Background: an optimization exercise with open tools, aiming at small area, a short achievable clock period and few clock cycles per item. Do not read the settings as production practice. Where RTL was checked, it was by simulation tests only, not by an equivalence proof against the original. No activity file was given, so power comes from the tool's default toggle rates.

## binary_neuron
module binary_neuron (
    input  logic                    clk,
    input  logic                    reset,
    input  logic                    in_valid,
    output logic                    in_ready,
    input  logic [320:0]            in_req,
    output logic                    out_valid,
    input  logic                    out_ready,
    output logic [9:0]              out_sum
);
==> flow/config.mk <==
export PLATFORM = sky130hd
export DESIGN_NAME = binary_neuron
export DESIGN_NICKNAME = binary_neuron
export VERILOG_FILES = /design/flow/design.v
export SDC_FILE = /design/flow/constraint.sdc
export NUM_CORES = 4
export LEC_CHECK = 0
export CAP_MARGIN = 20
export CORE_MARGIN = 2
export CORE_UTILIZATION = 40
export CTS_BUF_LIST = sky130_fd_sc_hd__clkbuf_8
export SLEW_MARGIN = 20
export SYNTH_HIERARCHICAL = 1
export SYNTH_MINIMUM_KEEP_SIZE = 0
==> flow/constraint.sdc <==
create_clock -name core_clock -period 6.0 [get_ports {clk}]
set_input_delay 1.2000 -clock core_clock [delete_from_list [all_inputs] [get_ports {clk}]]
set_output_delay 1.2000 -clock core_clock [all_outputs]
set_load 0.01 [all_outputs]
standard.sh (not shown) runs the stock make flow with config.mk's settings and CLKGATE_MAP_FILE= SYNTH_SCRIPT=/design/flow/synth_recipe.tcl, a recipe that flattens the netlist after the stock synthesis.
==> flow/flow/run.sh <==
#!/bin/bash
# The standard layout (standard.sh: ORFS synthesis to final layout), with
# two changes:
#  - the input and output ports are buffered with the smallest buffer,
#    sky130_fd_sc_hd__buf_1, instead of the cell buffer_ports picks by default
#    (clkdlybuf4s50_1); later repair steps may still resize them;
#  - clock tree synthesis adds no dummy loads to the clock tree, and groups
#    the flip-flops into clusters of up to 15 within 75 um for its leaf
#    buffers (instead of searching for a clustering itself).
set -euo pipefail
export BUFFER_PORTS_ARGS="-buffer_cell sky130_fd_sc_hd__buf_1"
export CTS_ARGS="-sink_clustering_enable -repair_clock_nets -buf_list sky130_fd_sc_hd__clkbuf_8 -dont_use_dummy_load -sink_clustering_size 15 -sink_clustering_max_diameter 75"
bash standard.sh > standard_flow.log 2>&1
==> next run, changes <==
--- a/flow/design.v
+++ b/flow/design.v
@@ -955,34 +955,27 @@
     logic            head_load;     
     logic            q_push, q_pull;
     assign result    = stage_valid[3];
     assign q_empty   = !q_occ[0];
     assign head_load = !out_valid || out_ready;
     assign q_pull    = head_load && !q_empty;
     assign q_push    = result && !(head_load && q_empty);
-    logic [3:0]    q_occ_next;
-    logic            q_empty_sel;   
-    always_comb begin
-        case ({q_push, q_pull})
-            2'b10:   q_occ_next = {q_occ[2:0], 1'b1};
-            2'b01:   q_occ_next = {1'b0, q_occ[3:1]};
-            default: q_occ_next = q_occ;
-        endcase
-    end
     always_ff @(posedge clk) begin
         if (reset) begin
-            q_wr        <= 4'd1;
-            q_rd        <= 4'd1;
-            q_occ       <= '0;
-            q_empty_sel <= 1'b1;
+            q_wr  <= 4'd1;
+            q_rd  <= 4'd1;
+            q_occ <= '0;
         end else begin
             if (q_push) q_wr <= {q_wr[2:0], q_wr[3]};
             if (q_pull) q_rd <= {q_rd[2:0], q_rd[3]};
-            q_occ       <= q_occ_next;
-            q_empty_sel <= !q_occ_next[0];
+            case ({q_push, q_pull})
+                2'b10:   q_occ <= {q_occ[2:0], 1'b1};
+                2'b01:   q_occ <= {1'b0, q_occ[3:1]};
+                default: ;
+            endcase
         end
     end
     always_ff @(posedge clk) begin
         for (int i = 0; i < 4; i++) begin
             if (q_push && q_wr[i]) q_data[i] <= total;
         end
     end
@@ -997,11 +990,11 @@
             out_valid <= 1'b0;
         end else if (head_load) begin
             out_valid <= !q_empty || result;
         end
     end
     always_ff @(posedge clk) begin
         if (head_load) begin
-            out_sum <= q_empty_sel ? total : q_head;
+            out_sum <= q_empty ? total : q_head;
         end
     end
 endmodule
Global-route usage goes up by 0.65 points.
Setup slack is better by 0.014 ns.
Cell count goes down by about 0.6%.
Sequential share of layout area barely changes.
Maximum frequency goes up by 0.54%.
Worst hold slack is worse by 0.0072 ns.
Design area goes down by 0.41%.
Flip-flop and latch count goes down by 1.
Total power stays flat.
Synthesized cell count goes down by about 1%.
Synthesized area goes down by about 0.5%.
Core utilization stays flat.
Non-clock buffer count stays the same.
First-iteration DRC count goes down by about 28%.
Testbench counts after the change, summed over its fixed seeds: cycles 3,232, items 3,200.
For the first run of this note, only the layout was checked, not whether the RTL still works.

what the ideal ports hide:
In the flow no input, the clock included, has a driving cell. The finished layouts below were timed again as built, in two steps.
Step 1, drivers: a clkbuf_16 drives clk and a buf_2 each remaining input, both assumed.
Step 2 adds t to the input delays and takes it off the output delays; t is the mean of the earliest and latest rising clock arrival at the registers after step 1. Input paths then give back, and output paths get back, about the clock's delay inside the block.
a / b / c = ideal / step 1 / step 2; a / b = the first two.
| run | t (ns) | setup slack, ns | worst setup path after step 2 | latest minus earliest clock arrival (ns) |
|---|---|---|---|---|
| the first run | 0.555 | 3.500 / 3.503 / 2.967 | input to register | 0.054 / 0.054 |
| the second run | 0.576 | 3.514 / 3.514 / 3.088 | input to register | 0.054 / 0.054 |
After both steps every run listed still meets setup and hold. The setup slack of the first run, which loses most, moves by +0.003 ns with the drivers and by -0.533 ns with both steps.
